This is an optimization exercise on Yosys and OpenROAD, whose aim is small area, a short achievable clock period and few clock cycles, not a production implementation.
At most, simulation tests tie the RTL to the original design; equivalence was not proved.
No activity file was given, so power comes from the tool's default toggle rates.

==> flow/design.v <==
package txdma_pkg;
    typedef logic [31:0] desc_t;         
    typedef logic [31:0] addr_t;         
    typedef logic [31:0] data_t;         
    typedef logic [7:0]  byte_t;         
    typedef logic [6:0]  bd_index_t;     
    typedef logic [8:0]  tx_status_t;    
    localparam int BIT_READY  = 15;      
    localparam int BIT_IRQ    = 14;      
    localparam int BIT_WRAP   = 13;      
    localparam int BIT_PAD    = 12;
    localparam int BIT_CRC    = 11;
    localparam tx_status_t STAT_ERR_MASK = 9'h10F;
endpackage
module eth_txdma #(
    parameter int DEPTH = 7                       
) (
    input  logic                  clk,
    input  logic                  reset,
    input  logic                  tx_en,
    input  txdma_pkg::bd_index_t  max_tx_bd,
    input  logic                  bd_wait,
    input  txdma_pkg::desc_t      bd_desc,
    input  txdma_pkg::addr_t      bd_ptr,
    input  txdma_pkg::tx_status_t tx_stat,
    input  logic                  tx_stat_valid,
    output logic                  bd_read,
    output logic                  bd_write,
    output txdma_pkg::bd_index_t  bd_index,
    output txdma_pkg::desc_t      bd_writedata,
    output logic                  tx_stat_ack,
    output logic                  per_packet_pad,
    output logic                  per_packet_crc,
    output logic                  txb_irq,
    output logic                  txe_irq,
    input  logic                  av_waitrequest,
    input  txdma_pkg::data_t      av_readdata,
    input  logic                  av_readdatavalid,
    output logic                  av_read,
    output txdma_pkg::addr_t      av_address,
    input  logic                  tx_ack,
    output txdma_pkg::byte_t      tx_data,
    output logic                  tx_dv,
    output logic                  tx_sop,
    output logic                  tx_eop
);
    localparam int FIFO_AW = 3;                  
    logic        st_rd;                  
    logic        st_dma;                 
    logic        st_wr;                  
    logic [15:0] len;                    
    logic [5:0]  flags;                  
    txdma_pkg::tx_status_t stat;         
    logic        take;
    logic        wr_ok;
    logic        stat_err;
    assign bd_read     = st_rd;
    assign bd_write    = st_wr;
    assign take        = st_rd & ~bd_wait & bd_desc[txdma_pkg::BIT_READY];
    assign wr_ok       = st_wr & ~bd_wait;
    assign stat_err    = |(stat & txdma_pkg::STAT_ERR_MASK);
    assign bd_writedata   = {len, 1'b0, flags, stat};
    assign per_packet_pad = flags[txdma_pkg::BIT_PAD - 9];
    assign per_packet_crc = flags[txdma_pkg::BIT_CRC - 9];
    always_ff @(posedge clk or posedge reset) begin
        if (reset) begin
            st_rd       <= 1'b0;
            st_dma      <= 1'b0;
            st_wr       <= 1'b0;
            tx_stat_ack <= 1'b0;
            txb_irq     <= 1'b0;
            txe_irq     <= 1'b0;
            bd_index    <= '0;
        end else begin
            tx_stat_ack <= st_dma & tx_stat_valid & ~tx_stat_ack;
            txb_irq     <= wr_ok & flags[txdma_pkg::BIT_IRQ - 9] & ~stat_err;
            txe_irq     <= wr_ok & flags[txdma_pkg::BIT_IRQ - 9] & stat_err;
            if (tx_en & ~st_rd & ~st_dma & ~st_wr) begin
                st_rd <= 1'b1;
            end
            if (take) begin
                st_rd  <= 1'b0;
                st_dma <= 1'b1;
            end
            if (tx_stat_ack) begin
                st_dma <= 1'b0;
                st_wr  <= 1'b1;
            end
            if (wr_ok) begin
                st_wr <= 1'b0;
                st_rd <= 1'b1;
                if (flags[txdma_pkg::BIT_WRAP - 9] || bd_index == max_tx_bd) begin
                    bd_index <= '0;
                end else begin
                    bd_index <= bd_index + 7'd1;
                end
            end
        end
    end
    always_ff @(posedge clk) begin
        if (take) begin
            len   <= bd_desc[31:16];
            flags <= bd_desc[14:9];
        end
    end
    logic [29:0]        addr;            
    logic [13:0]        wcnt;            
    logic               more;            
    logic               more_nx;         
    logic [2:0]         occ;             
    logic               full_nx;         
    logic               rd_ok;
    logic               pop;
    assign av_address = {addr, 2'b00};
    assign rd_ok      = av_read & ~av_waitrequest;
    assign more_nx    = more & ((|wcnt[13:1]) | (wcnt[0] & (|len[1:0])) | ~rd_ok);
    assign full_nx    = ((occ == 3'(DEPTH)) & ~(pop & ~rd_ok)) | ((occ == 3'(DEPTH - 1)) & rd_ok & ~pop);
    always_ff @(posedge clk or posedge reset) begin
        if (reset) begin
            occ     <= '0;
            av_read <= 1'b0;
            more    <= 1'b0;
        end else begin
            av_read <= take | (st_dma & more_nx & ~full_nx);
            more    <= take | more_nx;
            if (rd_ok & ~pop) begin
                occ <= occ + 3'd1;
            end else if (pop & ~rd_ok) begin
                occ <= occ - 3'd1;
            end
        end
    end
    always_ff @(posedge clk) begin
        if (take) begin
            addr <= bd_ptr[31:2];
            wcnt <= bd_desc[31:18];
        end else if (rd_ok) begin
            addr <= addr + 30'd1;
            wcnt <= wcnt - 14'd1;
        end else if (tx_stat_ack) begin
            wcnt[8:0] <= tx_stat;
        end
    end
    assign stat = wcnt[8:0];
    txdma_pkg::data_t   mem [DEPTH];
    logic [FIFO_AW-1:0] wptr;
    logic [DEPTH-1:0]   rsel;            
    txdma_pkg::data_t   head;
    logic [2:0]         stored;          
    always_ff @(posedge clk or posedge reset) begin
        if (reset) begin
            wptr   <= '0;
            rsel   <= DEPTH'(1);
            stored <= '0;
        end else begin
            if (av_readdatavalid) begin
                wptr <= (wptr == FIFO_AW'(DEPTH - 1)) ? '0 : wptr + 1'b1;
            end
            if (pop) begin
                rsel <= {rsel[DEPTH-2:0], rsel[DEPTH-1]};
            end
            if (av_readdatavalid & ~pop) begin
                stored <= stored + 3'd1;
            end else if (pop & ~av_readdatavalid) begin
                stored <= stored - 3'd1;
            end
        end
    end
    always_ff @(posedge clk) begin
        if (av_readdatavalid) mem[wptr] <= av_readdata;
    end
    always_comb begin
        head = '0;
        for (int i = 0; i < DEPTH; i++) begin
            head = head | (mem[i] & {32{rsel[i]}});
        end
    end
    logic [31:0] cw;                     
    logic [1:0]  lane;                   
    logic        cw_final;               
    logic        first;                  
    logic        final_w;                
    logic        shift;
    assign tx_data = cw[7:0];
    assign final_w = ~more & (occ == 3'd1);
    assign shift   = tx_dv & tx_ack & ~tx_eop & (lane != 2'd3);
    assign pop     = (|stored) & (~tx_dv | (tx_ack & (lane == 2'd3)));
    always_ff @(posedge clk or posedge reset) begin
        if (reset) begin
            tx_dv <= 1'b0;
        end else if (pop) begin
            tx_dv <= 1'b1;
        end else if (tx_ack & (tx_eop | (lane == 2'd3))) begin
            tx_dv <= 1'b0;
        end
    end
    always_ff @(posedge clk) begin
        if (take) begin
            first <= 1'b1;
        end else if (pop) begin
            first <= 1'b0;
        end
        if (pop) begin
            cw       <= head;
            lane     <= 2'd0;
            cw_final <= final_w;
            tx_sop   <= first;
            tx_eop   <= final_w & (len[1:0] == 2'd1);
        end else if (shift) begin
            cw[23:0] <= cw[31:8];
            lane     <= lane + 2'd1;
            tx_sop   <= 1'b0;
            tx_eop   <= cw_final & (lane == len[1:0] - 2'd2);
        end
    end
endmodule
==> flow/config.mk <==
export PLATFORM = sky130hd
export DESIGN_NAME = eth_txdma
export DESIGN_NICKNAME = eth_txdma
export VERILOG_FILES = /design/flow/design.v
export SDC_FILE = /design/flow/constraint.sdc
export NUM_CORES = 4
export LEC_CHECK = 0
export ABC_CLOCK_PERIOD_IN_PS = 2200
export CAP_MARGIN = 20
export CORE_MARGIN = 2
export CORE_UTILIZATION = 65
export CTS_CLUSTER_DIAMETER = 100
export CTS_CLUSTER_SIZE = 26
export PLACE_DENSITY = 0.72
export SETUP_SLACK_MARGIN = 2.8
export SLEW_MARGIN = 20
==> flow/constraint.sdc <==
create_clock -name core_clock -period 5.0 [get_ports {clk}]
set_input_delay 1.0000 -clock core_clock [delete_from_list [all_inputs] [get_ports {clk}]]
set_output_delay 1.0000 -clock core_clock [all_outputs]
set_load 0.01 [all_outputs]
standard.sh (not shown) runs the stock make flow with config.mk's settings and CLKGATE_MAP_FILE= SYNTH_SCRIPT=/design/flow/synth_recipe.tcl, a recipe that flattens the netlist after the stock synthesis.
==> flow/flow/run.sh <==
#!/bin/bash
# Standard layout, with plain buffers (not delay cells) on the ports.
set -euo pipefail
export BUFFER_PORTS_ARGS="-buffer_cell sky130_fd_sc_hd__buf_2"
bash standard.sh finish > standard.log 2>&1
Testbench counts at the start, summed over its fixed seeds: cycles 204,684.
Change:
--- a/flow/design.v
+++ b/flow/design.v
@@ -104,52 +104,49 @@
         end
     end
     logic [29:0]        addr;            
     logic [13:0]        wcnt;            
     logic               more;            
     logic               more_nx;         
-    logic [2:0]         occ;             
+    logic [DEPTH-1:0]   occ;             
     logic               full_nx;         
     logic               rd_ok;
     logic               pop;
     assign av_address = {addr, 2'b00};
     assign rd_ok      = av_read & ~av_waitrequest;
     assign more_nx    = more & ((|wcnt[13:1]) | (wcnt[0] & (|len[1:0])) | ~rd_ok);
-    assign full_nx    = ((occ == 3'(DEPTH)) & ~(pop & ~rd_ok)) | ((occ == 3'(DEPTH - 1)) & rd_ok & ~pop);
+    assign full_nx    = (occ[DEPTH-1] & ~(pop & ~rd_ok)) | (occ[DEPTH-2] & rd_ok & ~pop);
     always_ff @(posedge clk or posedge reset) begin
         if (reset) begin
             occ     <= '0;
             av_read <= 1'b0;
             more    <= 1'b0;
         end else begin
             av_read <= take | (st_dma & more_nx & ~full_nx);
             more    <= take | more_nx;
             if (rd_ok & ~pop) begin
-                occ <= occ + 3'd1;
+                occ <= {occ[DEPTH-2:0], 1'b1};
             end else if (pop & ~rd_ok) begin
-                occ <= occ - 3'd1;
+                occ <= {1'b0, occ[DEPTH-1:1]};
             end
         end
     end
     always_ff @(posedge clk) begin
         if (take) begin
             addr <= bd_ptr[31:2];
             wcnt <= bd_desc[31:18];
         end else if (rd_ok) begin
             addr <= addr + 30'd1;
             wcnt <= wcnt - 14'd1;
-        end else if (tx_stat_ack) begin
-            wcnt[8:0] <= tx_stat;
-        end
-    end
-    assign stat = wcnt[8:0];
+        end
+    end
     txdma_pkg::data_t   mem [DEPTH];
     logic [FIFO_AW-1:0] wptr;
     logic [DEPTH-1:0]   rsel;            
     txdma_pkg::data_t   head;
-    logic [2:0]         stored;          
+    logic [DEPTH-1:0]   stored;          
     always_ff @(posedge clk or posedge reset) begin
         if (reset) begin
             wptr   <= '0;
             rsel   <= DEPTH'(1);
             stored <= '0;
         end else begin
@@ -157,21 +154,23 @@
                 wptr <= (wptr == FIFO_AW'(DEPTH - 1)) ? '0 : wptr + 1'b1;
             end
             if (pop) begin
                 rsel <= {rsel[DEPTH-2:0], rsel[DEPTH-1]};
             end
             if (av_readdatavalid & ~pop) begin
-                stored <= stored + 3'd1;
+                stored <= {stored[DEPTH-2:0], 1'b1};
             end else if (pop & ~av_readdatavalid) begin
-                stored <= stored - 3'd1;
+                stored <= {1'b0, stored[DEPTH-1:1]};
             end
         end
     end
     always_ff @(posedge clk) begin
         if (av_readdatavalid) mem[wptr] <= av_readdata;
-    end
+        if (tx_stat_ack) mem[0][8:0] <= tx_stat;
+    end
+    assign stat = mem[0][8:0];
     always_comb begin
         head = '0;
         for (int i = 0; i < DEPTH; i++) begin
             head = head | (mem[i] & {32{rsel[i]}});
         end
     end
@@ -179,15 +178,15 @@
     logic [1:0]  lane;                   
     logic        cw_final;               
     logic        first;                  
     logic        final_w;                
     logic        shift;
     assign tx_data = cw[7:0];
-    assign final_w = ~more & (occ == 3'd1);
+    assign final_w = ~more & occ[0] & ~occ[1];
     assign shift   = tx_dv & tx_ack & ~tx_eop & (lane != 2'd3);
-    assign pop     = (|stored) & (~tx_dv | (tx_ack & (lane == 2'd3)));
+    assign pop     = stored[0] & (~tx_dv | (tx_ack & (lane == 2'd3)));
     always_ff @(posedge clk or posedge reset) begin
         if (reset) begin
             tx_dv <= 1'b0;
         end else if (pop) begin
             tx_dv <= 1'b1;
         end else if (tx_ack & (tx_eop | (lane == 2'd3))) begin
=>
- clock power is higher by about 7%
- routed wire length is higher by 4.0%
- non-clock buffer count is higher by 12
- worst hold slack got worse by 0.012 ns
- cell area is higher by 2.8%
- maximum frequency is lower by 6.0%
- combinational power is lower by about 5%
- worst setup slack got worse by 0.14 ns
The RTL of the second run of this note was laid out without a check of its function.

== run 5 ==
Another version of the RTL of eth_txdma (not shown whole).
For scale: roughly 970 cells after synthesis, about 380 flip-flops, roughly 210 I/O pins, roughly 15000 um^2 of cells after synthesis.
==> module eth_txdma, before the edit <==
module eth_txdma #(
    parameter int DEPTH = 7                       
) (
    input  logic                  clk,
    input  logic                  reset,
    input  logic                  tx_en,
    input  txdma_pkg::bd_index_t  max_tx_bd,
    input  logic                  bd_wait,
    input  txdma_pkg::desc_t      bd_desc,
    input  txdma_pkg::addr_t      bd_ptr,
    input  txdma_pkg::tx_status_t tx_stat,
    input  logic                  tx_stat_valid,
    output logic                  bd_read,
    output logic                  bd_write,
    output txdma_pkg::bd_index_t  bd_index,
    output txdma_pkg::desc_t      bd_writedata,
    output logic                  tx_stat_ack,
    output logic                  per_packet_pad,
    output logic                  per_packet_crc,
    output logic                  txb_irq,
    output logic                  txe_irq,
    input  logic                  av_waitrequest,
    input  txdma_pkg::data_t      av_readdata,
    input  logic                  av_readdatavalid,
    output logic                  av_read,
    output txdma_pkg::addr_t      av_address,
    input  logic                  tx_ack,
    output txdma_pkg::byte_t      tx_data,
    output logic                  tx_dv,
    output logic                  tx_sop,
    output logic                  tx_eop
);
    localparam int FIFO_AW = 3;                  
    logic        st_rd;                  
    logic        st_dma;                 
    logic        st_wr;                  
    logic [15:0] len;                    
    logic [5:0]  flags;                  
    txdma_pkg::tx_status_t stat;
    logic        take;
    logic        wr_ok;
    logic        stat_err;
    assign bd_read     = st_rd;
    assign bd_write    = st_wr;
    assign take        = st_rd & ~bd_wait & bd_desc[txdma_pkg::BIT_READY];
    assign wr_ok       = st_wr & ~bd_wait;
    assign stat_err    = |(stat & txdma_pkg::STAT_ERR_MASK);
    assign bd_writedata   = {len, 1'b0, flags, stat};
    assign per_packet_pad = flags[txdma_pkg::BIT_PAD - 9];
    assign per_packet_crc = flags[txdma_pkg::BIT_CRC - 9];
    always_ff @(posedge clk or posedge reset) begin
        if (reset) begin
            st_rd       <= 1'b0;
            st_dma      <= 1'b0;
            st_wr       <= 1'b0;
            tx_stat_ack <= 1'b0;
            txb_irq     <= 1'b0;
            txe_irq     <= 1'b0;
            bd_index    <= '0;
        end else begin
            tx_stat_ack <= st_dma & tx_stat_valid & ~tx_stat_ack;
            txb_irq     <= wr_ok & flags[txdma_pkg::BIT_IRQ - 9] & ~stat_err;
            txe_irq     <= wr_ok & flags[txdma_pkg::BIT_IRQ - 9] & stat_err;
            if (tx_en & ~st_rd & ~st_dma & ~st_wr) begin
                st_rd <= 1'b1;
            end
            if (take) begin
                st_rd  <= 1'b0;
                st_dma <= 1'b1;
            end
            if (tx_stat_ack) begin
                st_dma <= 1'b0;
                st_wr  <= 1'b1;
            end
            if (wr_ok) begin
                st_wr <= 1'b0;
                st_rd <= 1'b1;
                if (flags[txdma_pkg::BIT_WRAP - 9] || bd_index == max_tx_bd) begin
                    bd_index <= '0;
                end else begin
                    bd_index <= bd_index + 7'd1;
                end
            end
        end
    end
    always_ff @(posedge clk) begin
        if (take) begin
            len   <= bd_desc[31:16];
            flags <= bd_desc[14:9];
        end
        if (tx_stat_ack) begin
            stat <= tx_stat;
        end
    end
    logic [29:0]        addr;            
    logic [13:0]        wcnt;            
    logic               more;            
    logic               more_nx;         
    logic [DEPTH-1:0]   occ;             
    logic               full_nx;         
    logic               rd_ok;
    logic               pop;
    assign av_address = {addr, 2'b00};
    assign rd_ok      = av_read & ~av_waitrequest;
    assign more_nx    = more & ((|wcnt[13:1]) | (wcnt[0] & (|len[1:0])) | ~rd_ok);
    assign full_nx    = (occ[DEPTH-1] & ~(pop & ~rd_ok)) | (occ[DEPTH-2] & rd_ok & ~pop);
    always_ff @(posedge clk or posedge reset) begin
        if (reset) begin
            occ     <= '0;
            av_read <= 1'b0;
            more    <= 1'b0;
        end else begin
            av_read <= take | (st_dma & more_nx & ~full_nx);
            more    <= take | more_nx;
            if (rd_ok & ~pop) begin
                occ <= {occ[DEPTH-2:0], 1'b1};
            end else if (pop & ~rd_ok) begin
                occ <= {1'b0, occ[DEPTH-1:1]};
            end
        end
    end
    always_ff @(posedge clk) begin
        if (take) begin
            addr <= bd_ptr[31:2];
            wcnt <= bd_desc[31:18];
        end else if (rd_ok) begin
            addr <= addr + 30'd1;
            wcnt <= wcnt - 14'd1;
        end
    end
    txdma_pkg::data_t   mem [DEPTH];
    logic [FIFO_AW-1:0] wptr;
    logic [DEPTH-1:0]   rsel;            
    txdma_pkg::data_t   head;
    logic [DEPTH-1:0]   stored;          
    always_ff @(posedge clk or posedge reset) begin
        if (reset) begin
            wptr   <= '0;
            rsel   <= DEPTH'(1);
            stored <= '0;
        end else begin
            if (av_readdatavalid) begin
                wptr <= (wptr == FIFO_AW'(DEPTH - 1)) ? '0 : wptr + 1'b1;
            end
            if (pop) begin
                rsel <= {rsel[DEPTH-2:0], rsel[DEPTH-1]};
            end
            if (av_readdatavalid & ~pop) begin
                stored <= {stored[DEPTH-2:0], 1'b1};
            end else if (pop & ~av_readdatavalid) begin
                stored <= {1'b0, stored[DEPTH-1:1]};
            end
        end
    end
    always_ff @(posedge clk) begin
        if (av_readdatavalid) mem[wptr] <= av_readdata;
    end
    always_comb begin
        head = '0;
        for (int i = 0; i < DEPTH; i++) begin
            head = head | (mem[i] & {32{rsel[i]}});
        end
    end
    logic [31:0] cw;                     
    logic [1:0]  lane;                   
    logic        cw_final;               
    logic        first;                  
    logic        final_w;                
    logic        shift;
    assign tx_data = cw[7:0];
    assign final_w = ~more & occ[0] & ~occ[1];
    assign shift   = tx_dv & tx_ack & ~tx_eop & (lane != 2'd3);
    assign pop     = stored[0] & (~tx_dv | (tx_ack & (lane == 2'd3)));
    always_ff @(posedge clk or posedge reset) begin
        if (reset) begin
            tx_dv <= 1'b0;
        end else if (pop) begin
            tx_dv <= 1'b1;
        end else if (tx_ack & (tx_eop | (lane == 2'd3))) begin
            tx_dv <= 1'b0;
        end
    end
    always_ff @(posedge clk) begin
        if (take) begin
            first <= 1'b1;
        end else if (pop) begin
            first <= 1'b0;
        end
        if (pop) begin
            cw       <= head;
            lane     <= 2'd0;
            cw_final <= final_w;
            tx_sop   <= first;
            tx_eop   <= final_w & (len[1:0] == 2'd1);
        end else if (shift) begin
            cw[23:0] <= cw[31:8];
            lane     <= lane + 2'd1;
            tx_sop   <= 1'b0;
            tx_eop   <= cw_final & (lane == len[1:0] - 2'd2);
        end
    end
endmodule
==> flow/config.mk <==
export PLATFORM = sky130hd
export DESIGN_NAME = eth_txdma
export DESIGN_NICKNAME = eth_txdma
export VERILOG_FILES = /design/flow/design.v
export SDC_FILE = /design/flow/constraint.sdc
export NUM_CORES = 4
export LEC_CHECK = 0
export ABC_CLOCK_PERIOD_IN_PS = 2200
export CAP_MARGIN = 20
export CORE_MARGIN = 2
export CORE_UTILIZATION = 65
export CTS_CLUSTER_DIAMETER = 100
export CTS_CLUSTER_SIZE = 30
export PLACE_DENSITY = 0.72
export SETUP_SLACK_MARGIN = 2.8
export SLEW_MARGIN = 20
==> flow/constraint.sdc <==
create_clock -name core_clock -period 5.0 [get_ports {clk}]
set_input_delay 1.0000 -clock core_clock [delete_from_list [all_inputs] [get_ports {clk}]]
set_output_delay 1.0000 -clock core_clock [all_outputs]
set_load 0.01 [all_outputs]
Scripts as last shown in full above: flow/flow/run.sh
Testbench counts of run 5, summed over its fixed seeds: cycles 204,684.
--- input diff run 5..run 4 ---
--- a/flow/design.v
+++ b/flow/design.v
@@ -42,11 +42,10 @@
     output txdma_pkg::byte_t      tx_data,
     output logic                  tx_dv,
     output logic                  tx_sop,
     output logic                  tx_eop
 );
-    localparam int FIFO_AW = 3;                  
     logic        st_rd;                  
     logic        st_dma;                 
     logic        st_wr;                  
     logic [15:0] len;                    
     logic [5:0]  flags;                  
@@ -141,22 +140,22 @@
             addr <= addr + 30'd1;
             wcnt <= wcnt - 14'd1;
         end
     end
     txdma_pkg::data_t   mem [DEPTH];
-    logic [FIFO_AW-1:0] wptr;
+    logic [DEPTH-1:0]   wsel;            
     logic [DEPTH-1:0]   rsel;            
     txdma_pkg::data_t   head;
     logic [DEPTH-1:0]   stored;          
     always_ff @(posedge clk or posedge reset) begin
         if (reset) begin
-            wptr   <= '0;
+            wsel   <= DEPTH'(1);
             rsel   <= DEPTH'(1);
             stored <= '0;
         end else begin
             if (av_readdatavalid) begin
-                wptr <= (wptr == FIFO_AW'(DEPTH - 1)) ? '0 : wptr + 1'b1;
+                wsel <= {wsel[DEPTH-2:0], wsel[DEPTH-1]};
             end
             if (pop) begin
                 rsel <= {rsel[DEPTH-2:0], rsel[DEPTH-1]};
             end
             if (av_readdatavalid & ~pop) begin
@@ -165,11 +164,13 @@
                 stored <= {1'b0, stored[DEPTH-1:1]};
             end
         end
     end
     always_ff @(posedge clk) begin
-        if (av_readdatavalid) mem[wptr] <= av_readdata;
+        for (int i = 0; i < DEPTH; i++) begin
+            if (av_readdatavalid & wsel[i]) mem[i] <= av_readdata;
+        end
     end
     always_comb begin
         head = '0;
         for (int i = 0; i < DEPTH; i++) begin
             head = head | (mem[i] & {32{rsel[i]}});
- Worst IR drop on VDD for run 4 is lower than for run 5.
- First-pass GRT wire length went up slightly going from run 5 to run 4.
- On proportion of layout cells with a drive suffix above 1, run 4 and run 5 are neck and neck.
- Run 4 ended up with a lower routing usage on met2 than run 5 did.
- Static leakage: run 4 and run 5 compared, higher one is run 4
- For overall track demand over capacity in global routing, run 4 and run 5 come out practically identical.
- From run 5 to run 4 the numbers moved as follows: number of detailed-route iterations in the first pass lower, initial cell density of the core increased by 0.50 points relative to the old numbers, flip-flop and latch count has increased, cell count grew by 1.8%, total power went down.
- For the area after synthesis, run 4 came in about 1.7% higher than run 5 did.
For run 4, only the layout was checked, not whether the RTL still works.

==> what the ideal ports hide <==
The flow's constraints put no driver on any port. The routed layouts listed below were extracted and timed again, unchanged, in two steps. Step 1 sets driving cells, clkbuf_16 on the clock port and buf_2 on the other inputs (assumed; they add their load-dependent delay and slew). Step 2 adds t to the input delays and takes it off the output delays; t is the mean of the earliest and latest rising clock arrival at the registers after step 1. Input paths then give back, and output paths get back, about the clock's delay inside the block. Three values: no drivers, after step 1, after step 2; two values: the first two.
run | shift t [ns] | setup WS [ns] | slew at the worst register clock pin (ns) | pins driven straight from the clock port
the first run of note 1 | 0.556 | 2.825 / 2.776 / 2.322 | 0.10 / 0.10 | 1
the second run of note 1 | 0.572 | 2.686 / 2.693 / 2.121 | 0.10 / 0.10 | 1
run 5 | 0.568 | 2.829 / 2.777 / 2.308 | 0.12 / 0.12 | 1
run 4 | 0.568 | 2.816 / 2.768 / 2.422 | 0.12 / 0.12 | 1
After both steps every run listed still meets setup and hold. For the second run of note 1, which loses most, drivers alone change the setup slack by +0.007 ns; drivers and shift together by -0.565 ns.
